From an optimization exercise on the open Yosys and OpenROAD flow, aimed at small area, a short achievable clock period and few clock cycles per item; shortcuts taken in it are not production practice.
Function was checked by simulation only, so behaviour that the tests miss may differ from the original.
No activity file was given, so power comes from the tool's default toggle rates.

**design.v**
```verilog
module amd_ram #(
  parameter int Width = 16,
  parameter int Depth = 16
) (
  input  logic                     clk,
  input  logic                     we,
  input  logic [$clog2(Depth)-1:0] addr,
  input  logic [Width-1:0]         wdata,
  output logic [Width-1:0]         rdata
);
  logic [Width-1:0] mem [Depth];
  always_ff @(posedge clk) begin
    if (we) begin
      mem[addr] <= wdata;
    end
    rdata <= mem[addr];
  end
endmodule
module adjacency_matrix_dfs (
  input  logic        clk,
  input  logic        rst_n,
  input  logic        start,
  output logic        busy,
  input  logic [49:0] in_word,
  output logic        out_valid,
  output logic [18:0] out_word
);
  localparam int N = 16;
  localparam logic [1:0] REQ_ADD_VERTEX = 2'd0;
  localparam logic [1:0] REQ_ADD_EDGE = 2'd1;
  localparam logic [1:0] REQ_WALK = 2'd2;
  localparam logic [1:0] ST_OK = 2'd0;
  localparam logic [1:0] ST_FULL = 2'd1;
  localparam logic [1:0] ST_EXISTS = 2'd2;
  localparam logic [1:0] ST_NOT_FOUND = 2'd3;
  logic [15:0] labels_r [N];
  logic [N-1:0] used_r;           
  logic [N-1:0] dup_r;            
  logic [N-1:0] adj_r [N];        
  logic [1:0] r_type;
  logic [15:0] r_a, r_b;
  logic r_wnz;
  logic r_v;
  logic s_v;
  logic [1:0] s_type;
  logic s_full;                   
  logic s_wnz;
  logic [N-1:0] s_sa, s_sb;
  logic walk_r;                   
  logic [N-1:0] vis_r;            
  logic [N-1:0] front_r;          
  logic [N-1:0] pri_r [N];        
  logic s_adv, r_adv, x_go;
  assign s_adv = !s_v || !walk_r;
  assign r_adv = !r_v || s_adv;
  assign x_go = s_v && !walk_r;
  logic [N-1:0] la, lb;
  always_comb begin
    for (int i = 0; i < N; i++) begin
      la[i] = used_r[i] && !dup_r[i] && labels_r[i] == r_a;
      lb[i] = used_r[i] && !dup_r[i] && labels_r[i] == r_b;
    end
  end
  logic full, add_now;
  logic [N-1:0] wslot;
  assign full = used_r[N-1];
  always_comb begin
    for (int i = 0; i < N; i++) begin
      wslot[i] = !used_r[i] && (i == 0 || used_r[(i == 0) ? 0 : i - 1]);
    end
  end
  assign add_now = r_v && s_adv && r_type == REQ_ADD_VERTEX && !full;
  logic fa, fb;
  assign fa = |s_sa;
  assign fb = |s_sb;
  logic [N-1:0] inj, vis, q, newf, avail, open_v [N], diag;
  logic front_ge2, last, keep;
  assign inj = s_sa & {N{!walk_r}};
  assign vis = vis_r & {N{walk_r}};
  assign keep = walk_r || (s_v && s_type == REQ_WALK);
  always_comb begin
    for (int w = 0; w < N; w++) begin
      logic ok;
      ok = front_r[w] || inj[w];
      for (int x = 0; x < N; x++) begin
        if (x > w) ok = ok && (!front_r[x] || pri_r[w][x]);
        if (x < w) ok = ok && (!front_r[x] || !pri_r[x][w]);
      end
      q[w] = ok;
    end
    newf = '0;
    for (int w = 0; w < N; w++) begin
      open_v[w] = adj_r[w] & ~vis;
      open_v[w][w] = 1'b0;
      diag[w] = adj_r[w][w];
      avail[w] = |open_v[w];
      newf = newf | (open_v[w] & {N{q[w]}});
    end
    front_ge2 = 1'b0;
    for (int w = 0; w < N; w++) begin
      for (int x = w + 1; x < N; x++) begin
        front_ge2 = front_ge2 | (front_r[w] & front_r[x]);
      end
    end
    last = !(front_ge2 || |(q & avail));
  end
  logic exists;
  assign exists = |(newf & s_sb) || |(s_sa & s_sb & diag);
  logic [15:0] q_label;
  always_comb begin
    q_label = '0;
    for (int v = 0; v < N; v++) begin
      q_label = q_label | (labels_r[v] & {16{q[v]}});
    end
  end
  logic [18:0] out_nxt;
  logic walk_nxt;
  logic set_edge;
  always_comb begin
    out_nxt = {16'd0, 1'b1, ST_OK};
    walk_nxt = 1'b0;
    set_edge = 1'b0;
    if (walk_r) begin
      out_nxt = {q_label, last, ST_OK};
      walk_nxt = !last;
    end else begin
      case (s_type)
        REQ_ADD_VERTEX: begin
          if (s_full) out_nxt[1:0] = ST_FULL;
        end
        REQ_ADD_EDGE: begin
          if (!fa || !fb) out_nxt[1:0] = ST_NOT_FOUND;
          else if (exists) out_nxt[1:0] = ST_EXISTS;
          set_edge = x_go && s_wnz;
        end
        REQ_WALK: begin
          if (!fa) out_nxt[1:0] = ST_NOT_FOUND;
          else begin
            out_nxt = {q_label, last, ST_OK};
            walk_nxt = !last && s_v;
          end
        end
        default: ;
      endcase
    end
  end
  logic r_v_nxt, s_v_nxt;
  logic [N-1:0] s_sa_nxt;
  assign r_v_nxt = r_adv ? (start && !busy) : r_v;
  assign s_v_nxt = s_adv ? r_v : s_v;
  assign s_sa_nxt = s_adv ? la : s_sa;
  always_ff @(posedge clk) begin
    if (!rst_n) begin
      r_v <= 1'b0;
      s_v <= 1'b0;
      walk_r <= 1'b0;
      busy <= 1'b0;
      used_r <= '0;
      front_r <= '0;
      out_valid <= 1'b0;
    end else begin
      r_v <= r_v_nxt;
      s_v <= s_v_nxt;
      walk_r <= walk_nxt;
      busy <= walk_nxt && s_v_nxt && r_v_nxt;
      if (add_now) used_r <= used_r | wslot;
      front_r <= ((front_r & ~q) | newf) & {N{keep}};
      out_valid <= walk_r || s_v;
    end
    if (r_adv) begin
      r_type <= in_word[49:48];
      r_a <= in_word[47:32];
      r_b <= in_word[31:16];
      r_wnz <= in_word[15:0] != 16'd0;
    end
    if (s_adv) begin
      s_type <= r_type;
      s_full <= full;
      s_wnz <= r_wnz;
      s_sb <= lb;
    end
    s_sa <= s_sa_nxt;
    out_word <= out_nxt;
    vis_r <= vis | q;
    for (int i = 0; i < N; i++) begin
      if (add_now && wslot[i]) begin
        labels_r[i] <= r_a;
        dup_r[i] <= |la;
      end
      for (int j = 0; j < N; j++) begin
        if (add_now && wslot[i]) adj_r[i][j] <= 1'b0;
        else if (set_edge && s_sa[i] && s_sb[j]) adj_r[i][j] <= 1'b1;
      end
      for (int j = i + 1; j < N; j++) begin
        if (newf[i]) pri_r[i][j] <= 1'b1;
        else if (newf[j]) pri_r[i][j] <= 1'b0;
      end
    end
  end
endmodule
```
**flow/run.sh**
```bash
#!/bin/bash
set -euo pipefail
bash standard.sh SETUP_SLACK_MARGIN=6.8 "BUFFER_PORTS_ARGS=-buffer_cell sky130_fd_sc_hd__buf_4" finish > make.log 2>&1
```
**standard.sh**
```bash
#!/bin/bash
# synth_recipe.tcl (not shown) runs the flow's synth.tcl, then flattens the netlist and writes it again
# the make line also repeats each setting of config.mk as NAME=value (left out here)
make -C /OpenROAD-flow-scripts/flow DESIGN_CONFIG=/design/flow/config.mk WORK_HOME=/design/flow/orfs CLKGATE_MAP_FILE= SYNTH_SCRIPT=/design/flow/synth_recipe.tcl "${@:-finish}"
```
**config.mk**
```make
export PLATFORM = sky130hd
export DESIGN_NAME = adjacency_matrix_dfs
export DESIGN_NICKNAME = adjacency_matrix_dfs
export VERILOG_FILES = /design/flow/design.v
export SDC_FILE = /design/flow/constraint.sdc
export NUM_CORES = 4
export LEC_CHECK = 0
export CAP_MARGIN = 20
export CORE_MARGIN = 2
export CORE_UTILIZATION = 55
export CTS_BUF_LIST = sky130_fd_sc_hd__clkbuf_16
export CTS_CLUSTER_DIAMETER = 60
export CTS_CLUSTER_SIZE = 24
export SLEW_MARGIN = 20
```
**constraint.sdc**
```tcl
create_clock -name core_clock -period 10.0 [get_ports {clk}]
set_input_delay 2.0000 -clock core_clock [delete_from_list [all_inputs] [get_ports {clk}]]
set_output_delay 2.0000 -clock core_clock [all_outputs]
set_load 0.01 [all_outputs]
```
==> key figures, run 1 <==
Status
  • Result of the run: finished clean

Timing
  • Relative slew margins: 7.86%
  • RSZ-0062 raised after global routing: true
  • Setup Skew: 0.0618 ns
  • FMAX: 0.287 GHz
  • Tcrit/Tclk final: 34.8%
  • Pins Over Slew Limit: 0
  • Number of endpoints failing setup at the final stage: 0
  • Hold Worst Slack: 0.460 ns
  • Actual slew at the worst max-slew pin: 1.38 ns
  • Final sum of negative setup slack: 0 ns
  • Final critical-path required period: 3.48 ns
  • Final Hold Vio Count: 0

Critical path
  • Critical Path End Type: flop
  • Maximum net fanout on the critical path: 34
  • Worst Path Arrival: 4.03 ns
  • Crit path required time: 10.55 ns
  • Path type of the worst setup path: reg2reg
  • Startpoint types: flop

Placement
  • Buffers added on ports: 73
  • Half-perimeter wire length after detailed placement: 109 mm
  • Instance area at placement: 0.0373 mm²
  • Final weighted congestion of routability-driven global placement: 1.08
  • Number of placed cells counting well taps: 4250

Floorplan
  • Starting Density: 55.8%
  • Die span in y: 260 µm
  • Core Area: 0.0646 mm²
  • Width of the die: 260 µm
  • Number of top-level design ports: 74
  • Number of rows created at floorplan: 93
  • Die area: 0.0675 mm²

Global route
  • Number of antenna violations at the first check in global routing: 11
  • Pin count of the biggest net entering global routing: 38
  • Tot GR Track Use: 48.9%
  • Global-route wire length before repair: 233 mm
  • Vias in the first global route: 30636
  • Overflow after GRT: 0

CTS
  • Max clock buf depth: 3
  • Clock Root Buffer: clkbuf_16
  • TritonCTS sink count: 791
  • Insertion delay of the later-clocked pin in the worst-skew pair: 0.72 ns
  • Clock tree from TritonCTS: done
  • # hold bufs at CTS: 0
  • Clock transition at the register clock pins on the worst setup and hold paths after CTS: 0.09 ns
  • Cts bufs inserted: 53
  • H-tree depth reported by CTS: 2

Finish
  • Commonest cells after routing, fill and taps aside: 512 x xor2_1, 431 x dfxtp_1, 343 x edfxtp_1
  • Layout overhead on the synthesized area: 13.2%
  • Post-layout net count: 3585
  • Share of post-route cells with drive strength above 1: 13.1%
  • Summed area of non-filler cells in the final layout: 0.0408 mm²
  • Most common library cell in the layout ignoring fill and taps: xor2_1
  • Count of filler cells inserted in the layout: 5221
  • Final cell count without fillers: 4434

Route
  • Number of routed nets with antenna violations: 0
  • Met3 wire length: 24.2 mm
  • Sum of routed wire length over all layers: 169 mm
  • First DRT Iteration DRCs: 6265
  • Residual DRC: 0
  • Total number of vias: 32765
  • Met2 WL: 70.7 mm
  • DRT met1 WL: 55.5 mm
  • DR pass1 iterations: 13
  • Via/cell ratio: 7.39
  • Uppermost routed layer: met5
  • Average wire per cell in the routed design: 38.1 µm

Synth
  • Library cell with the largest summed area after synthesis: edfxtp_1
  • Multiplexer share of the synthesized area: 0%
  • Flop and latch count out of synthesis: 791
  • Mean Syn Cell Area: 10.3 µm²
  • Compound-cell area share of the yosys netlist: 16.9%
  • Number of standard cells after synthesis: 3500
  • Flip-flop cell with the highest count after synthesis: dfxtp_1
  • Post-synthesis adder-cell area fraction: 0.115%
  • Post-synthesis share of cell area spent on and, or, nand and nor gates: 13.5%
  • Xor-xnor portion of the synthesized cell area: 12.5%
  • Count of cell types in the netlist: 75
  • Area share of the leading cell type in the synthesized netlist: 28.6%
  • Ranking of synthesized cells by area: edfxtp_1 29%, dfxtp_1 25%, xor2_1 12%
  • Register area share after synthesis: 53.5%
  • Synth warn: 5
  • Synthesized netlist net count: 3553
  • Combined area of all synthesized cells: 0.0360 mm²
  • Proportion of synthesized flip-flops having asynchronous set or reset: 0%
  • Main combinational cell family by area after synthesis: compound AO/OA/AOI/OAI gates
  • Count of flip-flops with a built-in enable after synthesis: 343

Job
  • Max-capacitance violation count: 0

Min path
  • Kind of path behind the tightest hold check: reg2reg

Power and ir drop
  • Largest voltage drop on the vdd net: 0.161 mV
  • Cell leakage power: 15.7 nW
  • Power per cell area: 150 mW/mm²
worst max-delay path, stage by stage, from the launching register on:
cell        delay [ns]
dfxtp_4           0.43
clkinvlp_4        0.21
o211ai_1          0.33
nor4_1            0.10
o2111a_2          0.14
clkbuf_8          0.30
a22oi_1           0.27
nand3_1           0.20
o211ai_1          0.89
o2111a_1          0.34
a311oi_1          0.09
routing by layer:
layer  track usage [%]  up-vias
met5            0.0712        -
met4              38.6       14
met3              16.4     1076
met2              72.4     3193
met1              58.2    15631
li1                  -    12851
power breakdown:
part / leakage (nW) / internal (W) / switching, W
Sequential: 6.84 / 0.00336 / 0.00000882
Combinational: 7.89 / 0.0000698 / 0.000164
Clock: 0.952 / 0.00117 / 0.00135
kinds of logic (layout without fill, tap and decap cells):
group                      after synthesis  in the layout
AOI/OAI and AO/OA                      882            882
xor gates and xnor gates               512            512
adders and majority gates                4              4
buffers and inverters                  308            384
DFF                                    791            791
other                                    0              3
and+or+nand+nor                       1003           1003
cell usage after synthesis (all sizes together) (13+ instances only):
library cell,number
and2,27
a22o,71
o2111ai,14
a21o,27
a22oi,218
o211ai,13
nand2b,65
nand4,57
o21ai,42
and3,28
clkbuf,186
xor2,512
nand3,38
edfxtp,343
a31oi,24
buf,81
a21oi,305
nor2b,20
a222oi,26
nor2,293
inv,40
nand2,260
o22ai,18
nor4,124
dfxtp,448
a221oi,69
nor3,72
metrics by stage:
stage | total power [W] | worst slack [ns] | util (%)
CTS | 0.00609 | 6.49 | 61.8
global placement | 0.00367 | 5.60 | 57.8
floorplan | 0.00357 | 6.90 | -
detailed placement | 0.00367 | 5.62 | 57.8
global route | 0.00622 | 6.58 | 63.1
finish | 0.00613 | 6.52 | 63.1
path summary, 6_finish.rpt:
check	from	endpoint	slack, ns	depth (start not counted)
worst max-delay path	front_r[8]$_SDFF_PN0_	out_word[1]$_SDFF_PP0_	6.52	10
worst min-delay path	r_wnz$_DFFE_PN_	s_wnz$_DFFE_PN_	0.46	0
worst max register to register	front_r[8]$_SDFF_PN0_	out_word[1]$_SDFF_PP0_	6.52	10
worst min register to register	r_wnz$_DFFE_PN_	s_wnz$_DFFE_PN_	0.46	0
area by class of cell:
type / instances / area (µm²) / share of cell area, %
diodes: 3 / 7.51 / 0.0184
clock buffers: 54 / 1350 / 3.31
clock inverters: 45 / 579 / 1.42
inverters: 41 / 179 / 0.439
multi-input cells: 2401 / 16000 / 39.3
flip-flops and latches: 791 / 19300 / 47.4
well taps: 855 / 1070 / 2.62
repair buffers: 243 / 2210 / 5.43
repair inverters: 1 / 7.51 / 0.0184
registers in the layout, summed over array words and instances, names as in the netlist, 2 cells and up:
name / count
s_type: 2
s_sa: 16
labels_r: 256
front_r: 16
r_a: 16
out_word: 19
pri_r: 120
r_b: 16
r_type: 2
adj_r: 256
used_r: 16
s_sb: 16
dup_r: 16
vis_r: 16
timing repair:
action / in CTS / in global routing
gates cloned: 3 / 4
pin swaps: 12 / 28
buffers inserted: 24 / 48
setup endpoints to repair: 173 / 141
gates resized for setup: 107 / 83
Testbench counts, summed over its fixed seeds: cycles 6,316, items 1,600.
==> inputs of run 2 (changes only) <==
==> flow/run.sh (replaced) <==
#!/bin/bash
set -euo pipefail
bash standard.sh SETUP_SLACK_MARGIN=6.8 \
  "BUFFER_PORTS_ARGS=-buffer_cell sky130_fd_sc_hd__buf_4" \
  "CTS_ARGS=-sink_clustering_enable -repair_clock_nets -sink_clustering_size 24 -sink_clustering_max_diameter 60 -buf_list sky130_fd_sc_hd__clkbuf_16 -dont_use_dummy_load" \
  finish > make.log 2>&1
==> run 2 against run 1 <==
Net effect:
- critical path depth is the same
- via count shrank 0.50%
- clock power shrank 19%
- hold slack gained 0.0064 ns
- register-to-register slack gained 0.05 ns
- non-clock buffer count grew 20
- critical endpoint unchanged
==> key figures, run 2 <==
Status
  • Result of the run: finished clean (unchanged)

Finish
  • Commonest cells after routing, fill and taps aside: 512 x xor2_1, 431 x dfxtp_1, 343 x edfxtp_1 (unchanged)
  • Share of post-route cells with drive strength above 1: 13.2% (was 13.1%)
  • Post-layout net count: 3605 (was 3585)
  • Register area: 0.0193 mm² (unchanged)
  • Final cell count without fillers: 4409 (was 4434)
  • Layout overhead on the synthesized area: 12.5% (was 13.2%)
  • Leading registers by flop count: adj_r x256, labels_r x256, pri_r x120 (unchanged)
  • Most common library cell in the layout ignoring fill and taps: xor2_1 (unchanged)
  • Area occupied by multi-input gates: 0.0162 mm² (was 0.0160 mm²)
  • Count of filler cells inserted in the layout: 5248 (was 5221)

Placement
  • Final weighted congestion of routability-driven global placement: 1.08 (unchanged)
  • Buffers added on ports: 73 (unchanged)
  • Number of placed cells counting well taps: 4250 (unchanged)
  • Half-perimeter wire length after detailed placement: 109 mm (unchanged)

Critical path
  • Worst Path Arrival: 3.92 ns (was 4.03 ns)
  • Endpoint of the most critical register-to-register path: out_word[1]$_SDFF_PP0_ (unchanged)
  • R2R setup slack: 6.57 ns (was 6.52 ns)
  • Path type of the worst setup path: reg2reg (unchanged)
  • Startpoint types: flop (unchanged)
  • Maximum net fanout on the critical path: 28 (was 34)
  • Critical Path End Type: flop (unchanged)
  • R2R depth: 10 (unchanged)
  • Launching point of the worst reg2reg path: front_r[8]$_SDFF_PN0_ (unchanged)
  • Crit path required time: 10.49 ns (was 10.55 ns)

Synth
  • Count of flip-flops with a built-in enable after synthesis: 343 (unchanged)
  • Flop and latch count out of synthesis: 791 (unchanged)
  • Area share of the leading cell type in the synthesized netlist: 28.6% (unchanged)
  • Combined area of all synthesized cells: 0.0360 mm² (unchanged)
  • Commonest cells in the synthesized netlist: 512 x xor2_1, 448 x dfxtp_1, 343 x edfxtp_1, 304 x a21oi_1, 292 x nor2_1 (unchanged)
  • Synthesized netlist net count: 3553 (unchanged)
  • Ranking of synthesized cells by area: edfxtp_1 29%, dfxtp_1 25%, xor2_1 12% (unchanged)
  • Count of cell types in the netlist: 75 (unchanged)
  • Number of standard cells after synthesis: 3500 (unchanged)
  • Most frequent cell after synthesis: xor2_1 (unchanged)
  • Proportion of synthesized flip-flops having asynchronous set or reset: 0% (unchanged)
  • Mean Syn Cell Area: 10.3 µm² (unchanged)
  • Library cell with the largest summed area after synthesis: edfxtp_1 (unchanged)
  • Synth warn: 5 (unchanged)
  • Flip-flop cell with the highest count after synthesis: dfxtp_1 (unchanged)
  • Register area share after synthesis: 53.5% (unchanged)

Min path
  • Endpoint of the worst hold-timing path: pri_r[6][12]$_SDFFE_PN1N_ (was s_wnz$_DFFE_PN_)
  • Hold path startpoint: pri_r[6][12]$_SDFFE_PN1N_ (was r_wnz$_DFFE_PN_)
  • Kind of path behind the tightest hold check: reg2reg (unchanged)
  • Number of stages on the worst hold path: 2 (was 0)

Global route
  • Pin count of the biggest net entering global routing: 38 (unchanged)
  • Met3 track demand over resource in global routing: 16.7% (was 16.4%)
  • Global-route track usage on met1: 57.8% (was 58.2%)
  • Number of antenna violations at the first check in global routing: 9 (was 11)
  • Vias in the first global route: 30492 (was 30636)
  • Overflow after GRT: 0 (unchanged)
  • Global-route wire length before repair: 231 mm (was 233 mm)
  • Most congested layer reported by global routing: met2 (unchanged)
  • Global routing usage on met2: 71.9% (was 72.4%)
  • Tot GR Track Use: 48.6% (was 48.9%)

Floorplan
  • Number of rows created at floorplan: 93 (unchanged)
  • Number of top-level design ports: 74 (unchanged)
  • Die span in y: 260 µm (unchanged)
  • Width of the die: 260 µm (unchanged)
  • Starting Density: 55.8% (unchanged)
  • Die area: 0.0675 mm² (unchanged)
  • Core Area: 0.0646 mm² (unchanged)

Timing
  • FMAX: 0.292 GHz (was 0.287 GHz)
  • Final Hold Vio Count: 0 (unchanged)
  • Number of endpoints failing setup at the final stage: 0 (unchanged)
  • Setup Skew: 0.128 ns (was 0.0618 ns)
  • Actual slew at the worst max-slew pin: 1.37 ns (was 1.38 ns)
  • Final sum of negative setup slack: 0 ns (unchanged)
  • Relative slew margins: 8.88% (was 7.86%)
  • RSZ-0062 raised after global routing: true (unchanged)
  • Tcrit/Tclk final: 34.3% (was 34.8%)
  • Pins Over Slew Limit: 0 (unchanged)
  • Final critical-path required period: 3.43 ns (was 3.48 ns)

Route
  • Total number of vias: 32602 (was 32765)
  • Via/cell ratio: 7.39 (about the same)
  • Average wire per cell in the routed design: 38.4 µm (was 38.1 µm)
  • Sum of routed wire length over all layers: 169 mm (about the same)
  • DR pass1 iterations: 13 (unchanged)
  • First DRT Iteration DRCs: 6260 (was 6265)
  • Residual DRC: 0 (unchanged)
  • Number of routed nets with antenna violations: 0 (unchanged)

CTS
  • Insertion delay of the later-clocked pin in the worst-skew pair: 0.71 ns (was 0.72 ns)
  • H-tree depth reported by CTS: 2 (unchanged)
  • Clock tree from TritonCTS: done (unchanged)
  • Clock transition at the register clock pins on the worst setup and hold paths after CTS: 0.08 ns (was 0.09 ns)
  • Max clock buf depth: 3 (unchanged)
  • Cts bufs inserted: 53 (unchanged)
  • TritonCTS sink count: 791 (unchanged)
  • Clock Root Buffer: clkbuf_16 (unchanged)

Power and ir drop
  • Part of the total power dissipated in the clock network: 36.1% (was 41.1%)
  • Power per cell area: 139 mW/mm² (was 150 mW/mm²)
  • Fraction of power spent switching nets: 22.6% (was 24.8%)
  • Largest voltage drop on the vdd net: 0.160 mV (was 0.161 mV)
  • NetSw: 0.00128 W (was 0.00152 W)
  • Cell leakage power: 15.6 nW (was 15.7 nW)
  • Internal Pwr Total: 0.00437 W (was 0.00461 W)
  • Combinational share of power: 4.2% (was 3.8%)
  • Power share of the sequential group: 59.8% (was 55.0%)

Job
  • Max-capacitance violation count: 0 (unchanged)
run 2: cell counts after synthesis:
Identical to the previous run, type by type.
run 2: per-stage QoR:
step	power (W)	hold slack (ns)	setup WS, ns	util [%]	cell area (µm²)
6_report	0.00564	0.466	6.57	62.8	40500
3_5_place_dp	0.00367	0.441	5.62	57.8	37300
2_1_floorplan	0.00357	0.400	6.90	-	36000
3_3_place_gp	0.00367	0.414	5.60	57.8	37300
5_1_grt	0.00573	0.482	6.64	62.7	40500
4_1_cts	0.00561	0.460	6.50	60.7	39200
run 2: routing by layer:
layer	wire length [µm]	vias to the layer above
met4	18600	6
met3	25100	1095
li1	-	12818
met5	43	-
met1	55400	15518
met2	70100	3165
run 2: worst max-delay path, cell delays in order (launching register included):
cell and delay, ns:
dfxtp_4 0.43, clkinvlp_4 0.22, o21ai_1 0.26, nor4_2 0.11
and2_4 0.23, buf_8 0.21, a222oi_1 0.77, nand3_1 0.20
o21a_2 0.33, a211oi_1 0.35, a311oi_2 0.16
run 2: worst max path at each step:
| stage | startpoint | endpoint | cells after the start |
|---|---|---|---|
| finish | front_r[8]$_SDFF_PN0_ | out_word[1]$_SDFF_PP0_ | 10 |
| detailed placement | front_r[9]$_SDFF_PN0_ | out_word[1]$_SDFF_PP0_ | 11 |
| global placement | front_r[9]$_SDFF_PN0_ | out_word[1]$_SDFF_PP0_ | 11 |
| CTS | front_r[10]$_SDFF_PN0_ | out_word[1]$_SDFF_PP0_ | 11 |
| global route | front_r[14]$_SDFF_PN0_ | out_word[1]$_SDFF_PP0_ | 11 |
| floorplan | walk_r$_SDFF_PN0_ | dup_r[1]$_DFFE_PP_ | 9 |
run 2: area by class of cell:
cell class	count	share of cell area, %
clock buffer	53	3.27
timing repair buffer	263	6.02
tap	855	2.64
antenna	4	0.0247
multi-input combinational	2401	39.9
sequential	791	47.7
timing repair inverter	1	0.0185
inverter	41	0.454
run 2: power by group through the flow:
stage               logic, W  registers (W)  clock network, W
floorplan           0.000119        0.00345                 0
global placement    0.000216        0.00345                 0
detailed placement  0.000218        0.00345                 0
CTS                 0.000219        0.00338           0.00201
global route        0.000236        0.00337           0.00212
finish              0.000234        0.00337           0.00204
run 2: kinds of logic after synthesis:
group | count (synthesis) | synth area share [%]
DFF | 791 | 53.5
xor gates and xnor gates | 512 | 12.5
AOI/OAI and AO/OA | 882 | 16.9
buffers and inverters | 308 | 3.53
adders and majority gates | 4 | 0.115
and+or+nand+nor | 1003 | 13.5
run 2: timing repair:
action,4_1_cts,5_1_grt
gates cloned,2,8
setup endpoints to repair,173,117
endpoints found under the hold margin,0,0
hold buffers,0,0
resized for setup,102,131
buffers inserted,20,70
pin swaps,8,35
==> inputs of run 3 (changes only) <==
==> flow/run.sh (replaced) <==
#!/bin/bash
set -euo pipefail
bash standard.sh SETUP_SLACK_MARGIN=6.5 \
  "BUFFER_PORTS_ARGS=-buffer_cell sky130_fd_sc_hd__buf_2" \
  "CTS_ARGS=-sink_clustering_enable -repair_clock_nets -sink_clustering_size 24 -sink_clustering_max_diameter 60 -buf_list sky130_fd_sc_hd__clkbuf_16 -dont_use_dummy_load" \
  finish > make.log 2>&1
==> run 3 against run 2 <==
Net effect:
- sequential cell count did not move
- largest cell class unchanged
- synthesized cell count did not move
- sequential share of layout area up 1.7 points
- utilization shrank 2.3 points
- still clean
- synthesized area is the same
- total power is essentially flat
- cell area down 3.6%
- via count down 0.89%
- count of clock-buffer cells in the layout did not move
- cell count down 1.8%
==> key figures, run 3 <==
Status
  • Result of the run: finished clean (unchanged)

CTS
  • Insertion delay of the later-clocked pin in the worst-skew pair: 0.69 ns (was 0.71 ns)
  • Cts bufs inserted: 53 (unchanged)
  • Max clock buf depth: 3 (unchanged)
  • Clock tree from TritonCTS: done (unchanged)
  • H-tree depth reported by CTS: 2 (unchanged)
  • Clock transition at the register clock pins on the worst setup and hold paths after CTS: 0.08 ns (about the same)
  • TritonCTS sink count: 791 (unchanged)
  • # hold bufs at CTS: 0 (unchanged)
  • Clock Root Buffer: clkbuf_16 (unchanged)

Placement
  • Placement Setup Slack: 5.53 ns (was 5.62 ns)
  • Half-perimeter wire length after detailed placement: 110 mm (was 109 mm)
  • Final weighted congestion of routability-driven global placement: 1.15 (was 1.08)
  • Buffers added on ports: 73 (unchanged)

Route
  • Sum of routed wire length over all layers: 167 mm (was 169 mm)
  • Via/cell ratio: 7.46 (was 7.39)
  • Residual DRC: 0 (unchanged)
  • Average wire per cell in the routed design: 38.6 µm (was 38.4 µm)
  • Number of routed nets with antenna violations: 0 (unchanged)
  • First DRT Iteration DRCs: 6359 (was 6260)
  • DR pass1 iterations: 11 (was 13)
  • Total number of vias: 32312 (was 32602)

Synth
  • Number of standard cells after synthesis: 3500 (unchanged)
  • Commonest cells in the synthesized netlist: 512 x xor2_1, 448 x dfxtp_1, 343 x edfxtp_1, 304 x a21oi_1, 292 x nor2_1 (unchanged)
  • Count of cell types in the netlist: 75 (unchanged)
  • Synthesized netlist net count: 3553 (unchanged)
  • Flip-flop cell with the highest count after synthesis: dfxtp_1 (unchanged)
  • Flop and latch count out of synthesis: 791 (unchanged)
  • Most frequent cell after synthesis: xor2_1 (unchanged)
  • Mean Syn Cell Area: 10.3 µm² (unchanged)
  • Synth warn: 5 (unchanged)
  • Count of flip-flops with a built-in enable after synthesis: 343 (unchanged)
  • Ranking of synthesized cells by area: edfxtp_1 29%, dfxtp_1 25%, xor2_1 12% (unchanged)
  • Proportion of synthesized flip-flops having asynchronous set or reset: 0% (unchanged)
  • Combined area of all synthesized cells: 0.0360 mm² (unchanged)
  • Area share of the leading cell type in the synthesized netlist: 28.6% (unchanged)
  • Register area share after synthesis: 53.5% (unchanged)
  • Library cell with the largest summed area after synthesis: edfxtp_1 (unchanged)

Floorplan
  • Number of top-level design ports: 74 (unchanged)
  • Core Area: 0.0646 mm² (unchanged)
  • Starting Density: 55.8% (unchanged)
  • Die span in y: 260 µm (unchanged)
  • Number of rows created at floorplan: 93 (unchanged)
  • Die area: 0.0675 mm² (unchanged)
  • Width of the die: 260 µm (unchanged)

Power and ir drop
  • Fraction of power spent switching nets: 22.6% (about the same)
  • Largest voltage drop on the vdd net: 0.217 mV (was 0.160 mV)
  • NetSw: 0.00128 W (about the same)
  • Cell leakage power: 14.9 nW (was 15.6 nW)
  • Part of the total power dissipated in the clock network: 36.1% (about the same)
  • Power share of the sequential group: 59.8% (about the same)
  • Power per cell area: 144 mW/mm² (was 139 mW/mm²)
  • Combinational share of power: 4.0% (was 4.2%)
  • Internal Pwr Total: 0.00436 W (was 0.00437 W)

Timing
  • Relative slew margins: 15.1% (was 8.88%)
  • RSZ-0062 raised after global routing: true (unchanged)
  • Worst path setup slack after routing: 6.35 ns (was 6.57 ns)
  • Pins Over Slew Limit: 0 (unchanged)
  • Final sum of negative setup slack: 0 ns (unchanged)
  • Actual slew at the worst max-slew pin: 1.27 ns (was 1.37 ns)
  • Number of endpoints failing setup at the final stage: 0 (unchanged)
  • Final Hold Vio Count: 0 (unchanged)
  • Final critical-path required period: 3.65 ns (was 3.43 ns)
  • Tcrit/Tclk final: 36.5% (was 34.3%)
  • Setup Skew: 0.0758 ns (was 0.128 ns)
  • FMAX: 0.274 GHz (was 0.292 GHz)

Global route
  • Overflow after GRT: 0 (unchanged)
  • Number of antenna violations at the first check in global routing: 1 (was 9)
  • Tot GR Track Use: 48.8% (was 48.6%)
  • Global-route wire length before repair: 232 mm (was 231 mm)
  • Pin count of the biggest net entering global routing: 39 (was 38)
  • Vias in the first global route: 30326 (was 30492)

Finish
  • Share of post-route cells with drive strength above 1: 9.82% (was 13.2%)
  • Leading registers by flop count: adj_r x256, labels_r x256, pri_r x120 (unchanged)
  • Post-layout net count: 3529 (was 3605)
  • Layout overhead on the synthesized area: 8.48% (was 12.5%)
  • Most common library cell in the layout ignoring fill and taps: xor2_1 (unchanged)
  • Commonest cells after routing, fill and taps aside: 512 x xor2_1, 431 x dfxtp_1, 343 x edfxtp_1 (unchanged)

Critical path
  • Critical Path End Type: flop (unchanged)
  • Worst Path Arrival: 4.14 ns (was 3.92 ns)
  • Slowest Stage Delay on Critical Path: 0.57 ns (was 0.77 ns)
  • Path type of the worst setup path: reg2reg (unchanged)
  • Critical Path Most Common Cell: o2111a_1
  • Crit-path slowest cell: a222oi_1 (unchanged)
  • Crit path required time: 10.48 ns (was 10.49 ns)
  • Maximum net fanout on the critical path: 33 (was 28)
  • Worst-path cell chain: inv_1 -> o221ai_1 -> nor4_2 -> and2_1 -> buf_8 -> a222oi_1 -> and3_1 -> a32o_4 -> o2111a_1 -> o2111a_1 -> a311oi_1 (was clkinvlp_4 -> o21ai_1 -> nor4_2 -> and2_4 -> buf_8 -> a222oi_1 -> nand3_1 -> o21a_2 -> a211oi_1 -> a311oi_2)
  • Startpoint types: flop (unchanged)

Job
  • Max-capacitance violation count: 0 (unchanged)

Min path
  • Kind of path behind the tightest hold check: reg2reg (unchanged)
[run 3: final timing paths]
path,from,to,slack (ns),cells past startpoint
setup reg to reg,front_r[11]$_SDFF_PN0_,out_word[1]$_SDFF_PP0_,6.35,11
hold / removal,r_wnz$_DFFE_PN_,s_wnz$_DFFE_PN_,0.45,0
hold reg to reg,r_wnz$_DFFE_PN_,s_wnz$_DFFE_PN_,0.45,0
setup / recovery,front_r[11]$_SDFF_PN0_,out_word[1]$_SDFF_PP0_,6.35,11
[run 3: power groups by stage]
stage | clock [W] | combinational (W) | sequential [W]
2_1_floorplan | 0 | 0.000119 | 0.00345
3_3_place_gp | 0 | 0.000209 | 0.00345
3_5_place_dp | 0 | 0.000212 | 0.00345
4_1_cts | 0.00202 | 0.000213 | 0.00337
5_1_grt | 0.00212 | 0.000229 | 0.00338
6_report | 0.00204 | 0.000228 | 0.00337
[run 3: area by class of cell]
cell class,instances,area (µm²)
repair buffers,187,1390
flip-flops and latches,791,19300
clock buffers,53,1330
well taps,855,1070
fillers,5378,25500
multi-input cells,2401,15800
repair inverters,1,5.00
inverters,41,170
diodes,1,2.50
[run 3: kinds of logic after synthesis]
logic type / after synthesis / synth area share [%]
compound gates: 882 / 16.9
xor+xnor: 512 / 12.5
fa+ha+maj: 4 / 0.115
buf+inv: 308 / 3.53
flops: 791 / 53.5
simple gates: 1003 / 13.5
[run 3: what timing repair did]
action                                  in CTS  in global routing
endpoints found under the setup margin     168                 55
resized for setup                           66                 17
pin swaps                                    6                  1
buffers inserted                            21                  4
cloned                                       1                  1
[run 3: per-layer routing]
layer	track usage [%]	share of wire (%)	vias up
li1	-	-	12646
met1	58.6	33	15333
met2	71.6	42	3285
met3	15.2	14	1044
met4	40.5	11	4
met5	0.855	0.050	-
[run 3: critical path: cells and delay by family, from the launching register on]
family | cells | cell delay [ns]
buffers and inverters | 2 | 0.47
and+or+nand+nor | 3 | 0.60
DFF | 1 | 0.56
AOI/OAI and AO/OA | 6 | 1.84
[run 3: per-stage QoR]
stage	hold slack, ns	power, W	util, %	instances	area, µm²
after floorplan	0.400	0.00357	-	3500	36000
after global placement	0.411	0.00366	57.5	4244	37100
after detailed placement	0.437	0.00366	57.6	4246	37200
after CTS	0.456	0.00560	60.2	4321	38900
after global routing	0.454	0.00573	60.5	4329	39100
final	0.446	0.00564	60.5	4330	39100
==> inputs of run 4 (changes only) <==
--- a/design.v
+++ b/design.v
@@ -75,4 +75,4 @@
   assign fb = |s_sb;
-  logic [N-1:0] inj, vis, q, newf, avail, open_v [N], diag;
-  logic front_ge2, last, keep;
+  logic [N-1:0] inj, vis, q, newf, front_nxt, open_v [N], diag;
+  logic last, keep;
   assign inj = s_sa & {N{!walk_r}};
@@ -95,12 +95,6 @@
       diag[w] = adj_r[w][w];
-      avail[w] = |open_v[w];
       newf = newf | (open_v[w] & {N{q[w]}});
     end
-    front_ge2 = 1'b0;
-    for (int w = 0; w < N; w++) begin
-      for (int x = w + 1; x < N; x++) begin
-        front_ge2 = front_ge2 | (front_r[w] & front_r[x]);
-      end
-    end
-    last = !(front_ge2 || |(q & avail));
+    front_nxt = (front_r & ~q) | newf;
+    last = !(|front_nxt);
   end
@@ -166,3 +160,3 @@
       if (add_now) used_r <= used_r | wslot;
-      front_r <= ((front_r & ~q) | newf) & {N{keep}};
+      front_r <= front_nxt & {N{keep}};
       out_valid <= walk_r || s_v;
==> flow/run.sh (replaced) <==
#!/bin/bash
set -euo pipefail
bash standard.sh SETUP_SLACK_MARGIN=6.8 \
  "BUFFER_PORTS_ARGS=-buffer_cell sky130_fd_sc_hd__buf_4" \
  "CTS_ARGS=-sink_clustering_enable -repair_clock_nets -sink_clustering_size 24 -sink_clustering_max_diameter 60 -buf_list sky130_fd_sc_hd__clkbuf_16 -dont_use_dummy_load" \
  finish > make.log 2>&1
==> run 4 against run 3 <==
Net effect:
- still clean
- non-clock buffer count is 66 higher
- total power is 0.41% lower
- first-iteration DRC count is 19% lower
- combinational power is 5% higher
- synthesized cell count is 5.5% lower
- fmax is 6.0% higher
- largest cell class unchanged
==> key figures, run 4 <==
CTS
  • Max clock buf depth: 3 (unchanged)
  • Cts bufs inserted: 52 (was 53)
  • TritonCTS sink count: 791 (unchanged)
  • Insertion delay of the later-clocked pin in the worst-skew pair: 0.70 ns (was 0.69 ns)
  • Clock tree from TritonCTS: done (unchanged)
  • Clock Root Buffer: clkbuf_16 (unchanged)
  • H-tree depth reported by CTS: 2 (unchanged)
  • Clock transition at the register clock pins on the worst setup and hold paths after CTS: 0.07 ns (was 0.08 ns)

Timing
  • Final critical-path required period: 3.45 ns (was 3.65 ns)
  • Relative slew margins: 16.5% (was 15.1%)
  • Tcrit/Tclk final: 34.5% (was 36.5%)
  • Setup Skew: 0.0977 ns (was 0.0758 ns)
  • Actual slew at the worst max-slew pin: 1.24 ns (was 1.27 ns)
  • Number of endpoints failing setup at the final stage: 0 (unchanged)
  • Final Hold Vio Count: 0 (unchanged)
  • Final sum of negative setup slack: 0 ns (unchanged)
  • RSZ-0062 raised after global routing: true (unchanged)
  • Hold Worst Slack: 0.467 ns (was 0.446 ns)
  • Pins Over Slew Limit: 0 (unchanged)
  • FMAX: 0.290 GHz (was 0.274 GHz)

Critical path
  • Slowest Stage Delay on Critical Path: 0.42 ns (was 0.57 ns)
  • Crit path required time: 10.53 ns (was 10.48 ns)
  • Maximum net fanout on the critical path: 5 (was 33)
  • Critical Path End Type: flop (unchanged)
  • Critical Path Most Common Cell: nand4_1 (was o2111a_1)
  • Path type of the worst setup path: reg2reg (unchanged)
  • Worst-path cell chain: clkinvlp_4 -> buf_4 -> o221ai_1 -> and4b_4 -> nand3_1 -> nand4_1 -> nand4b_1 -> o31ai_2 -> buf_6 -> o21ai_1 -> nor4_4 -> nand4_1 -> and3b_1 (was inv_1 -> o221ai_1 -> nor4_2 -> and2_1 -> buf_8 -> a222oi_1 -> and3_1 -> a32o_4 -> o2111a_1 -> o2111a_1 -> a311oi_1)
  • R2R depth: 13 (was 11)
  • Crit-path slowest cell: dfxtp_4 (was a222oi_1)
  • Worst Path Arrival: 3.98 ns (was 4.14 ns)
  • Startpoint types: flop (unchanged)

Synth
  • Combined area of all synthesized cells: 0.0349 mm² (was 0.0360 mm²)
  • Flop and latch count out of synthesis: 791 (unchanged)
  • Proportion of synthesized flip-flops having asynchronous set or reset: 0% (unchanged)
  • Mean Syn Cell Area: 10.6 µm² (was 10.3 µm²)
  • Commonest cells in the synthesized netlist: 512 x xor2_1, 448 x dfxtp_1, 343 x edfxtp_1, 296 x a21oi_1, 285 x nor2_1 (was 512 x xor2_1, 448 x dfxtp_1, 343 x edfxtp_1, 304 x a21oi_1, 292 x nor2_1)
  • Library cell with the largest summed area after synthesis: edfxtp_1 (unchanged)
  • Flip-flop cell with the highest count after synthesis: dfxtp_1 (unchanged)
  • Area share of the leading cell type in the synthesized netlist: 29.5% (was 28.6%)
  • Synthesized netlist net count: 3361 (was 3553)
  • Number of standard cells after synthesis: 3308 (was 3500)
  • Most frequent cell after synthesis: xor2_1 (unchanged)
  • Count of flip-flops with a built-in enable after synthesis: 343 (unchanged)
  • Synth warn: 5 (unchanged)
  • Ranking of synthesized cells by area: edfxtp_1 30%, dfxtp_1 26%, xor2_1 13% (was edfxtp_1 29%, dfxtp_1 25%, xor2_1 12%)
  • Register area share after synthesis: 55.2% (was 53.5%)
  • Count of cell types in the netlist: 75 (unchanged)

Floorplan
  • Width of the die: 256 µm (was 260 µm)
  • Number of rows created at floorplan: 92 (was 93)
  • Die area: 0.0655 mm² (was 0.0675 mm²)
  • Number of top-level design ports: 74 (unchanged)
  • Starting Density: 55.4% (was 55.8%)
  • Die span in y: 256 µm (was 260 µm)
  • Core Area: 0.0630 mm² (was 0.0646 mm²)

Global route
  • Tot GR Track Use: 46.7% (was 48.8%)
  • Number of antenna violations at the first check in global routing: 12 (was 1)
  • Global-route track usage on met1: 54.3% (was 58.6%)
  • Met3 track demand over resource in global routing: 13.8% (was 15.2%)
  • Vias in the first global route: 28386 (was 30326)
  • Global-route wire length before repair: 216 mm (was 232 mm)
  • Overflow after GRT: 0 (unchanged)
  • Global routing usage on met2: 71.9% (was 71.6%)
  • Most congested layer reported by global routing: met2 (unchanged)
  • Pin count of the biggest net entering global routing: 37 (was 39)

Power and ir drop
  • Power per cell area: 143 mW/mm² (was 144 mW/mm²)
  • Combinational share of power: 4.3% (was 4.0%)
  • Largest voltage drop on the vdd net: 0.146 mV (was 0.217 mV)
  • NetSw: 0.00126 W (was 0.00128 W)
  • Part of the total power dissipated in the clock network: 35.7% (was 36.1%)
  • Internal Pwr Total: 0.00435 W (was 0.00436 W)
  • Power share of the sequential group: 60.1% (was 59.8%)
  • Fraction of power spent switching nets: 22.5% (was 22.6%)
  • Cell leakage power: 15.3 nW (was 14.9 nW)

Finish
  • Share of post-route cells with drive strength above 1: 13.7% (was 9.82%)
  • Post-layout net count: 3424 (was 3529)
  • Final cell count without fillers: 4227 (was 4330)
  • Most common library cell in the layout ignoring fill and taps: xor2_1 (unchanged)
  • Count of filler cells inserted in the layout: 5081 (was 5378)
  • Commonest cells after routing, fill and taps aside: 512 x xor2_1, 431 x dfxtp_1, 343 x edfxtp_1 (unchanged)
  • Layout overhead on the synthesized area: 12.5% (was 8.48%)
  • Leading registers by flop count: adj_r x256, labels_r x256, pri_r x120 (unchanged)

Placement
  • Half-perimeter wire length after detailed placement: 98.8 mm (was 110 mm)
  • Buffers added on ports: 73 (unchanged)
  • Number of placed cells counting well taps: 4058 (was 4246)
  • Final weighted congestion of routability-driven global placement: 1.06 (was 1.15)

Job
  • Max-capacitance violation count: 0 (unchanged)

Min path
  • Number of stages on the worst hold path: 2 (was 0)
  • Kind of path behind the tightest hold check: reg2reg (unchanged)

Route
  • Average wire per cell in the routed design: 37.0 µm (was 38.6 µm)
  • Residual DRC: 0 (unchanged)
  • First DRT Iteration DRCs: 5158 (was 6359)
  • Number of routed nets with antenna violations: 0 (unchanged)
  • Total number of vias: 29740 (was 32312)
  • Sum of routed wire length over all layers: 156 mm (was 167 mm)
  • DR pass1 iterations: 10 (was 11)
  • Via/cell ratio: 7.04 (was 7.46)

Status
  • Result of the run: finished clean (unchanged)
-- run 4: layer usage --
metal  routed length (µm)  vias up
met5                   13        -
met4                17400        2
met3                21100      906
met2                67400     2706
met1                50700    14185
li1                     -    11941
-- run 4: path summary, 6_finish.rpt --
kind	start	end	slack [ns]
setup / recovery	front_r[8]$_SDFF_PN0_	walk_r$_SDFF_PN0_	6.55
setup reg to reg	front_r[8]$_SDFF_PN0_	walk_r$_SDFF_PN0_	6.55
hold / removal	adj_r[14][14]$_SDFFE_PP0P_	adj_r[14][14]$_SDFFE_PP0P_	0.47
hold reg to reg	adj_r[14][14]$_SDFFE_PP0P_	adj_r[14][14]$_SDFFE_PP0P_	0.47
-- run 4: area by class of cell --
class	instances	area, µm²	share of cell area [%]
Tap cell	846	1060	2.70
Sequential cell	791	19300	49.2
Multi-Input combinational cell	2213	14900	38.0
Antenna cell	12	30.0	0.0765
Clock buffer	52	1300	3.31
Timing Repair Buffer	253	2380	6.07
Inverter	60	264	0.672
-- run 4: worst max-delay path, delay by kind of cell (launching register included) --
kind / cells / cell delay (ns)
buffers and inverters: 3 / 0.47
AO/OA/AOI/OAI: 3 / 0.58
flip-flops: 1 / 0.42
AND/OR/NAND/NOR: 7 / 1.85
-- run 4: cells by family (layout without fill, tap and decap cells) --
logic type             Yosys count  in the layout  synth area share, %
other                            0             12                    0
XOR/XNOR                       512            512                 12.8
buffers and inverters          308            365                 4.01
flip-flops                     791            791                 55.2
AO/OA/AOI/OAI                  749            749                 14.8
AND/OR/NAND/NOR                948            952                 13.1
-- run 4: power groups by stage --
stage	Sequential, W	Combinational (W)	Clock, W
final	0.00337	0.000240	0.00200
after global routing	0.00337	0.000242	0.00210
after CTS	0.00337	0.000225	0.00199
after detailed placement	0.00345	0.000221	0
after global placement	0.00345	0.000218	0
after floorplan	0.00345	0.000118	0
-- run 4: timing repair --
action,4_1_cts,5_1_grt
setup endpoints to repair,171,51
gates cloned,7,3
hold buffers,0,0
setup buffers,81,13
pin swaps,36,35
gates resized for setup,150,38
-- run 4: stage by stage --
| step | utilization, % | setup slack (ns) | area, µm² | power, W |
|---|---|---|---|---|
| global placement | 57.3 | 5.34 | 36100 | 0.00367 |
| global route | 62.3 | 6.47 | 39200 | 0.00572 |
| CTS | 61.7 | 6.62 | 38900 | 0.00559 |
| finish | 62.4 | 6.55 | 39300 | 0.00562 |
| detailed placement | 57.4 | 5.38 | 36100 | 0.00367 |
| floorplan | - | 7.01 | 34900 | 0.00357 |
Testbench counts of run 4, summed over its fixed seeds: cycles 6,316, items 1,600.
==> inputs of run 5 (changes only) <==
==> flow/run.sh (replaced) <==
#!/bin/bash
set -euo pipefail
bash standard.sh SETUP_SLACK_MARGIN=6.8 \
  "BUFFER_PORTS_ARGS=-buffer_cell sky130_fd_sc_hd__buf_4" \
  "CTS_ARGS=-sink_clustering_enable -repair_clock_nets -sink_clustering_size 24 -sink_clustering_max_diameter 80 -buf_list sky130_fd_sc_hd__clkbuf_16 -dont_use_dummy_load" \
  finish > make.log 2>&1
==> run 5 against run 4 <==
Net effect:
- clock skew shrank 0.022 ns
- critical endpoint is now busy$_SDFF_PN0_
- largest power group unchanged
- synthesized cell count is the same
- largest cell class unchanged
- sequential cell count is the same
- register-to-register slack gained 0.06 ns
- fmax grew 1.8%
==> key figures, run 5 <==
Global route
  • Vias in the first global route: 28250 (was 28386)
  • Number of antenna violations at the first check in global routing: 10 (was 12)
  • Tot GR Track Use: 46.0% (was 46.7%)
  • Global-route wire length before repair: 214 mm (was 216 mm)
  • Overflow after GRT: 0 (unchanged)
  • Pin count of the biggest net entering global routing: 37 (unchanged)

Finish
  • Commonest cells after routing, fill and taps aside: 512 x xor2_1, 432 x dfxtp_1, 343 x edfxtp_1 (was 512 x xor2_1, 431 x dfxtp_1, 343 x edfxtp_1)
  • Layout overhead on the synthesized area: 11.9% (was 12.5%)
  • Post-layout net count: 3411 (was 3424)
  • Leading registers by flop count: adj_r x256, labels_r x256, pri_r x120 (unchanged)
  • Most common library cell in the layout ignoring fill and taps: xor2_1 (unchanged)
  • Share of post-route cells with drive strength above 1: 13.3% (was 13.7%)

Placement
  • Half-perimeter wire length after detailed placement: 98.8 mm (unchanged)
  • Buffers added on ports: 73 (unchanged)
  • Final weighted congestion of routability-driven global placement: 1.06 (unchanged)
  • Placement Setup Slack: 5.38 ns (unchanged)

Synth
  • Count of cell types in the netlist: 75 (unchanged)
  • Synthesized netlist net count: 3361 (unchanged)
  • Synth warn: 5 (unchanged)
  • Most frequent cell after synthesis: xor2_1 (unchanged)
  • Count of flip-flops with a built-in enable after synthesis: 343 (unchanged)
  • Register area share after synthesis: 55.2% (unchanged)
  • Proportion of synthesized flip-flops having asynchronous set or reset: 0% (unchanged)
  • Number of standard cells after synthesis: 3308 (unchanged)
  • Combined area of all synthesized cells: 0.0349 mm² (unchanged)
  • Library cell with the largest summed area after synthesis: edfxtp_1 (unchanged)
  • Commonest cells in the synthesized netlist: 512 x xor2_1, 448 x dfxtp_1, 343 x edfxtp_1, 296 x a21oi_1, 285 x nor2_1 (unchanged)
  • Mean Syn Cell Area: 10.6 µm² (unchanged)
  • Ranking of synthesized cells by area: edfxtp_1 30%, dfxtp_1 26%, xor2_1 13% (unchanged)
  • Flip-flop cell with the highest count after synthesis: dfxtp_1 (unchanged)
  • Flop and latch count out of synthesis: 791 (unchanged)
  • Area share of the leading cell type in the synthesized netlist: 29.5% (unchanged)

Timing
  • RSZ-0062 raised after global routing: true (unchanged)
  • Actual slew at the worst max-slew pin: 1.22 ns (was 1.24 ns)
  • Final Hold Vio Count: 0 (unchanged)
  • Pins Over Slew Limit: 0 (unchanged)
  • Final critical-path required period: 3.39 ns (was 3.45 ns)
  • Setup Skew: 0.0755 ns (was 0.0977 ns)
  • Tcrit/Tclk final: 33.9% (was 34.5%)
  • Final sum of negative setup slack: 0 ns (unchanged)
  • FMAX: 0.295 GHz (was 0.290 GHz)
  • Relative slew margins: 17.9% (was 16.5%)
  • Number of endpoints failing setup at the final stage: 0 (unchanged)
  • Worst path setup slack after routing: 6.61 ns (was 6.55 ns)

Route
  • DR pass1 iterations: 6 (was 10)
  • Via/cell ratio: 7.04 (about the same)
  • First DRT Iteration DRCs: 4998 (was 5158)
  • Residual DRC: 0 (unchanged)
  • Average wire per cell in the routed design: 37.1 µm (was 37.0 µm)
  • Total number of vias: 29635 (was 29740)
  • Number of routed nets with antenna violations: 0 (unchanged)
  • Sum of routed wire length over all layers: 156 mm (about the same)

Critical path
  • Startpoint types: flop (unchanged)
  • Worst-path cell chain: clkbuf_4 -> a222oi_1 -> and4b_2 -> and2_4 -> a22o_1 -> a221oi_2 -> a32oi_4 -> o21bai_1 -> nor4_2 -> nand4_1 -> and4b_1 (was clkinvlp_4 -> buf_4 -> o221ai_1 -> and4b_4 -> nand3_1 -> nand4_1 -> nand4b_1 -> o31ai_2 -> buf_6 -> o21ai_1 -> nor4_4 -> nand4_1 -> and3b_1)
  • Slowest Stage Delay on Critical Path: 0.43 ns (was 0.42 ns)
  • Maximum net fanout on the critical path: 8 (was 5)
  • Path type of the worst setup path: reg2reg (unchanged)
  • Crit-path slowest cell: dfxtp_4 (unchanged)
  • Crit path required time: 10.51 ns (was 10.53 ns)
  • Critical Path End Type: flop (unchanged)
  • Worst Path Arrival: 3.90 ns (was 3.98 ns)

CTS
  • Insertion delay of the later-clocked pin in the worst-skew pair: 0.65 ns (was 0.70 ns)
  • Max clock buf depth: 3 (unchanged)
  • Cts bufs inserted: 44 (was 52)
  • TritonCTS sink count: 791 (unchanged)
  • H-tree depth reported by CTS: 2 (unchanged)
  • Clock transition at the register clock pins on the worst setup and hold paths after CTS: 0.09 ns (was 0.07 ns)
  • Clock Root Buffer: clkbuf_16 (unchanged)
  • Clock tree from TritonCTS: done (unchanged)

Floorplan
  • Number of top-level design ports: 74 (unchanged)
  • Starting Density: 55.4% (unchanged)
  • Core Area: 0.0630 mm² (unchanged)
  • Die span in y: 256 µm (unchanged)
  • Width of the die: 256 µm (unchanged)
  • Die area: 0.0655 mm² (unchanged)
  • Number of rows created at floorplan: 92 (unchanged)

Job
  • Max-capacitance violation count: 0 (unchanged)

Status
  • Result of the run: finished clean (unchanged)

Power and ir drop
  • Cell leakage power: 15.1 nW (was 15.3 nW)
  • Largest voltage drop on the vdd net: 0.184 mV (was 0.146 mV)
  • Power per cell area: 139 mW/mm² (was 143 mW/mm²)

Min path
  • Kind of path behind the tightest hold check: reg2reg (unchanged)
run 5: cell counts after synthesis:
No cell type changed its count.
run 5: through the flow:
stage	hold slack [ns]	util [%]	instance area, µm²	total power [W]	instances
after floorplan	0.400	-	34900	0.00357	3308
after global placement	0.441	57.3	36100	0.00367	4057
after detailed placement	0.445	57.4	36100	0.00367	4058
after CTS	0.467	61.0	38400	0.00542	4166
after global routing	0.487	62.0	39000	0.00554	4202
final	0.474	62.0	39100	0.00544	4208
run 5: logic make-up (layout without fill, tap and decap cells):
family,count (synthesis),after routing,share of synthesized area [%]
flops,791,791,55.2
xor+xnor,512,512,12.8
buf+inv,308,352,4.01
other cells,0,6,0
simple gates,948,952,13.1
compound gates,749,749,14.8
run 5: what timing repair did:
action,CTS,global route
resized for setup,139,60
buffers inserted,59,30
cloned,5,6
endpoints found under the setup margin,169,42
pin swaps,30,38
hold buffers,0,0
run 5: path summary, 6_finish.rpt:
path / startpoint / to / slack [ns] / depth (start not counted)
setup / recovery: front_r[9]$_SDFF_PN0_ / busy$_SDFF_PN0_ / 6.61 / 11
hold / removal: adj_r[6][8]$_SDFFE_PP0P_ / adj_r[6][8]$_SDFFE_PP0P_ / 0.47 / 2
setup reg to reg: front_r[9]$_SDFF_PN0_ / busy$_SDFF_PN0_ / 6.61 / 11
hold reg to reg: adj_r[6][8]$_SDFFE_PP0P_ / adj_r[6][8]$_SDFFE_PP0P_ / 0.47 / 2
run 5: layout make-up:
cell class,instances,area [µm²]
diodes,6,15.0
clock buffers,44,1100
fillers,5091,23900
inverters,60,263
multi-input cells,2213,14900
flip-flops and latches,791,19300
well taps,846,1060
repair buffers,248,2390
run 5: critical path, delay by kind of cell, from the launching register on:
kind	cells	cell delay, ns
buf+inv	1	0.24
flops	1	0.43
simple gates	5	1.51
compound gates	5	1.11
run 5: layer usage:
metal / GRT usage, % / vias to the layer above / routed length, µm
met5: 0 / - / 163
met4: 38.1 / 10 / 17500
met1: 53.5 / 14141 / 51000
met2: 71.1 / 2713 / 67600
met3: 12.5 / 864 / 20100
li1: - / 11907 / -
run 5: where the power goes:
part,total (W),leakage [nW],internal [W],switching [W]
registers,0.00337,6.84,0.00337,0.00000740
clock network,0.00183,0.542,0.000784,0.00104
logic,0.000240,7.75,0.0000704,0.000169
==> inputs of run 6 (changes only) <==
--- a/design.v
+++ b/design.v
@@ -75,3 +75,3 @@
   assign fb = |s_sb;
-  logic [N-1:0] inj, vis, q, newf, front_nxt, open_v [N], diag;
+  logic [N-1:0] inj, vis, q, newf, front_nxt, avail, open_v [N], diag;
   logic last, keep;
@@ -95,2 +95,3 @@
       diag[w] = adj_r[w][w];
+      avail[w] = |open_v[w];
       newf = newf | (open_v[w] & {N{q[w]}});
@@ -98,3 +99,3 @@
     front_nxt = (front_r & ~q) | newf;
-    last = !(|front_nxt);
+    last = !(|(front_r & ~q) || |(q & avail));
   end
==> run 6 against run 5 <==
Net effect:
- still clean
- global-route usage rose by 1.5 points
- clock skew fell by 0.022 ns
- synthesized area rose by 3.7%
- clock power barely moved
- largest cell class unchanged
==> key figures, run 6 <==
Status
  • Result of the run: finished clean (unchanged)

Route
  • Average wire per cell in the routed design: 37.5 µm (was 37.1 µm)
  • Sum of routed wire length over all layers: 165 mm (was 156 mm)
  • Number of routed nets with antenna violations: 0 (unchanged)
  • First DRT Iteration DRCs: 6208 (was 4998)
  • Via/cell ratio: 7.33 (was 7.04)
  • Total number of vias: 32198 (was 29635)
  • DR pass1 iterations: 13 (was 6)
  • Residual DRC: 0 (unchanged)

Timing
  • Number of endpoints failing setup at the final stage: 0 (unchanged)
  • RSZ-0062 raised after global routing: true (unchanged)
  • Pins Over Slew Limit: 0 (unchanged)
  • Relative slew margins: 9.17% (was 17.9%)
  • Final Hold Vio Count: 0 (unchanged)
  • FMAX: 0.293 GHz (was 0.295 GHz)
  • Final critical-path required period: 3.42 ns (was 3.39 ns)
  • Tcrit/Tclk final: 34.2% (was 33.9%)
  • Setup Skew: 0.0537 ns (was 0.0755 ns)
  • Actual slew at the worst max-slew pin: 1.36 ns (was 1.22 ns)
  • Final sum of negative setup slack: 0 ns (unchanged)

Synth
  • Commonest cells in the synthesized netlist: 512 x xor2_1, 448 x dfxtp_1, 343 x edfxtp_1, 311 x nand2_1, 298 x a21oi_1 (was 512 x xor2_1, 448 x dfxtp_1, 343 x edfxtp_1, 296 x a21oi_1, 285 x nor2_1)
  • Ranking of synthesized cells by area: edfxtp_1 28%, dfxtp_1 25%, xor2_1 12% (was edfxtp_1 30%, dfxtp_1 26%, xor2_1 13%)
  • Synth warn: 5 (unchanged)
  • Post-synthesis adder-cell area fraction: 0.0276% (was 0%)
  • Synthesized netlist net count: 3581 (was 3361)
  • Most frequent cell after synthesis: xor2_1 (unchanged)
  • Combined area of all synthesized cells: 0.0362 mm² (was 0.0349 mm²)
  • Flip-flop cell with the highest count after synthesis: dfxtp_1 (unchanged)
  • Mean Syn Cell Area: 10.3 µm² (was 10.6 µm²)
  • Post-synthesis share of cell area spent on and, or, nand and nor gates: 14.4% (was 13.1%)
  • Proportion of synthesized flip-flops having asynchronous set or reset: 0% (unchanged)
  • Flop and latch count out of synthesis: 791 (unchanged)
  • Number of standard cells after synthesis: 3528 (was 3308)
  • Main combinational cell family by area after synthesis: compound AO/OA/AOI/OAI gates (unchanged)
  • Count of flip-flops with a built-in enable after synthesis: 343 (unchanged)
  • Multiplexer share of the synthesized area: 0% (unchanged)
  • Register area share after synthesis: 53.2% (was 55.2%)
  • Library cell with the largest summed area after synthesis: edfxtp_1 (unchanged)
  • Area share of the leading cell type in the synthesized netlist: 28.4% (was 29.5%)
  • Count of cell types in the netlist: 69 (was 75)
  • Xor-xnor portion of the synthesized cell area: 12.4% (was 12.8%)
  • Compound-cell area share of the yosys netlist: 16.1% (was 14.8%)

Critical path
  • Worst-path cell chain: inv_2 -> o21ai_1 -> or4_4 -> nor2_4 -> buf_12 -> a222oi_1 -> and3_1 -> a31oi_4 -> o2bb2ai_1 -> a211oi_1 -> a31oi_1 (was clkbuf_4 -> a222oi_1 -> and4b_2 -> and2_4 -> a22o_1 -> a221oi_2 -> a32oi_4 -> o21bai_1 -> nor4_2 -> nand4_1 -> and4b_1)
  • Maximum net fanout on the critical path: 33 (was 8)
  • Crit path required time: 10.49 ns (was 10.51 ns)
  • Worst Path Arrival: 3.90 ns (about the same)
  • Slowest Stage Delay on Critical Path: 0.68 ns (was 0.43 ns)
  • R2R setup slack: 6.58 ns (was 6.61 ns)
  • Path type of the worst setup path: reg2reg (unchanged)
  • Crit-path slowest cell: a222oi_1 (was dfxtp_4)
  • Family with the most delay on the worst path: compound AO/OA/AOI/OAI gates (was simple AND/OR/NAND/NOR gates)
  • Sum of buffers and inverters on the critical path: 2 (was 1)
  • Critical Path End Type: flop (unchanged)
  • Startpoint types: flop (unchanged)

Placement
  • Buffers added on ports: 73 (unchanged)
  • Final weighted congestion of routability-driven global placement: 1.08 (was 1.06)
  • Half-perimeter wire length after detailed placement: 108 mm (was 98.8 mm)

Floorplan
  • Starting Density: 55.3% (was 55.4%)
  • Die area: 0.0679 mm² (was 0.0655 mm²)
  • Number of rows created at floorplan: 94 (was 92)
  • Width of the die: 261 µm (was 256 µm)
  • Die span in y: 261 µm (was 256 µm)
  • Number of top-level design ports: 74 (unchanged)
  • Core Area: 0.0655 mm² (was 0.0630 mm²)

Finish
  • Count of filler cells inserted in the layout: 5448 (was 5091)
  • Share of post-route cells with drive strength above 1: 11.2% (was 13.3%)
  • Leading registers by flop count: adj_r x256, labels_r x256, pri_r x120 (unchanged)
  • Post-layout net count: 3583 (was 3411)
  • Layout overhead on the synthesized area: 9.55% (was 11.9%)
  • Most common library cell in the layout ignoring fill and taps: xor2_1 (unchanged)
  • Commonest cells after routing, fill and taps aside: 512 x xor2_1, 430 x dfxtp_1, 343 x edfxtp_1 (was 512 x xor2_1, 432 x dfxtp_1, 343 x edfxtp_1)

CTS
  • TritonCTS sink count: 791 (unchanged)
  • Clock Root Buffer: clkbuf_16 (unchanged)
  • Clock tree from TritonCTS: done (unchanged)
  • Insertion delay of the later-clocked pin in the worst-skew pair: 0.65 ns (about the same)
  • H-tree depth reported by CTS: 2 (unchanged)
  • Clock transition at the register clock pins on the worst setup and hold paths after CTS: 0.09 ns (about the same)
  • Max clock buf depth: 3 (unchanged)
  • Cts bufs inserted: 42 (was 44)

Power and ir drop
  • Largest voltage drop on the vdd net: 0.127 mV (was 0.184 mV)
  • Overall power: 0.00540 W (was 0.00544 W)
  • Cell leakage power: 15.0 nW (was 15.1 nW)
  • Power per cell area: 136 mW/mm² (was 139 mW/mm²)

Min path
  • Kind of path behind the tightest hold check: reg2reg (unchanged)

Global route
  • Global-route wire length before repair: 228 mm (was 214 mm)
  • Vias in the first global route: 30202 (was 28250)
  • Pin count of the biggest net entering global routing: 38 (was 37)
  • Number of antenna violations at the first check in global routing: 9 (was 10)
  • Overflow after GRT: 0 (unchanged)
  • Tot GR Track Use: 47.5% (was 46.0%)

Job
  • Max-capacitance violation count: 0 (unchanged)
run 6: repair_timing:
| item | in CTS | in global routing |
|---|---|---|
| pin swaps | 19 | 20 |
| endpoints found under the hold margin | 0 | 0 |
| setup endpoints to repair | 173 | 173 |
| setup buffers | 29 | 22 |
| hold buffers | 0 | 0 |
| gates cloned | 3 | 3 |
| resized for setup | 78 | 75 |
run 6: layer usage:
layer | GRT usage, % | vias up | part of all wire, %
li1 | - | 12782 | -
met1 | 57.1 | 15223 | 33
met2 | 70.3 | 3161 | 41
met3 | 16.0 | 1022 | 14
met4 | 36.5 | 10 | 11
met5 | 0 | - | 0.053
run 6: final cells by class:
class	count	area, µm²	share of cell area, %
Multi-Input combinational cell	2441	16100	40.6
Antenna cell	3	7.51	0.0189
Tap cell	864	1080	2.73
Inverter	37	150	0.379
Clock buffer	42	1050	2.65
Sequential cell	791	19300	48.7
Timing Repair Buffer	217	1940	4.90
run 6: worst paths after layout:
path / to / depth (start not counted) / startpoint
min: s_wnz$_DFFE_PN_ / 0 / r_wnz$_DFFE_PN_
min reg2reg: s_wnz$_DFFE_PN_ / 0 / r_wnz$_DFFE_PN_
max: out_word[1]$_SDFF_PP0_ / 11 / front_r[14]$_SDFF_PN0_
max reg2reg: out_word[1]$_SDFF_PP0_ / 11 / front_r[14]$_SDFF_PN0_
run 6: power breakdown:
group,total [W],internal (W),switching (W),leakage [nW]
combinational,0.000227,0.0000698,0.000157,7.61
sequential,0.00337,0.00337,0.00000624,6.84
clock,0.00180,0.000751,0.00105,0.518
run 6: metrics by stage:
step / cells / utilization (%) / worst slack [ns] / hold WS, ns / area (µm²)
2_1_floorplan: 3528 / - / 7.06 / 0.400 / 36200
3_3_place_gp: 4289 / 57.0 / 5.22 / 0.412 / 37400
3_5_place_dp: 4289 / 57.0 / 5.24 / 0.414 / 37400
4_1_cts: 4363 / 59.6 / 6.64 / 0.436 / 39000
5_1_grt: 4392 / 60.5 / 6.68 / 0.454 / 39700
6_report: 4395 / 60.6 / 6.58 / 0.442 / 39700
run 6: cells by family (layout without fill, tap and decap cells):
group	after synthesis	in the layout
simple gates	1082	1085
xor+xnor	512	512
buf+inv	299	296
flops	791	791
fa+ha+maj	1	1
other cells	0	3
compound gates	843	843
Testbench counts of run 6, summed over its fixed seeds: cycles 6,316, items 1,600.

static timing again, ports no longer ideal:
The flow's constraints put no driver on any port. The routed layouts listed below were extracted and timed again, unchanged, in two steps. Step 1, drivers: a clkbuf_16 drives clk and a buf_2 each remaining input, both assumed. Step 2 also shifts input and output timing later by t, the mid clock arrival at the registers, as if the neighbouring blocks saw the same clock. Slacks: ideal / step 1 / step 2; pairs: ideal / step 1.
| run | t, ns | setup WS [ns] | worst hold slack (ns) | clock arrival spread, ns | worst data-port slew with drivers (ns) |
|---|---|---|---|---|---|
| run 1 | 0.756 | 6.520 / 6.520 / 6.520 | 0.460 / 0.460 / 0.460 | 0.063 / 0.062 | 0.05 |
| run 2 | 0.713 | 6.570 / 6.570 / 6.570 | 0.466 / 0.466 / 0.466 | 0.128 / 0.128 | 0.05 |
| run 3 | 0.719 | 6.347 / 6.347 / 6.347 | 0.446 / 0.446 / 0.446 | 0.077 / 0.077 | 0.04 |
| run 4 | 0.714 | 6.554 / 6.554 / 6.554 | 0.467 / 0.467 / 0.467 | 0.109 / 0.108 | 0.05 |
| run 5 | 0.688 | 6.614 / 6.614 / 6.614 | 0.474 / 0.474 / 0.474 | 0.078 / 0.078 | 0.05 |
| run 6 | 0.694 | 6.584 / 6.584 / 6.584 | 0.442 / 0.442 / 0.442 | 0.054 / 0.054 | 0.05 |
After both steps every run listed still meets setup and hold.
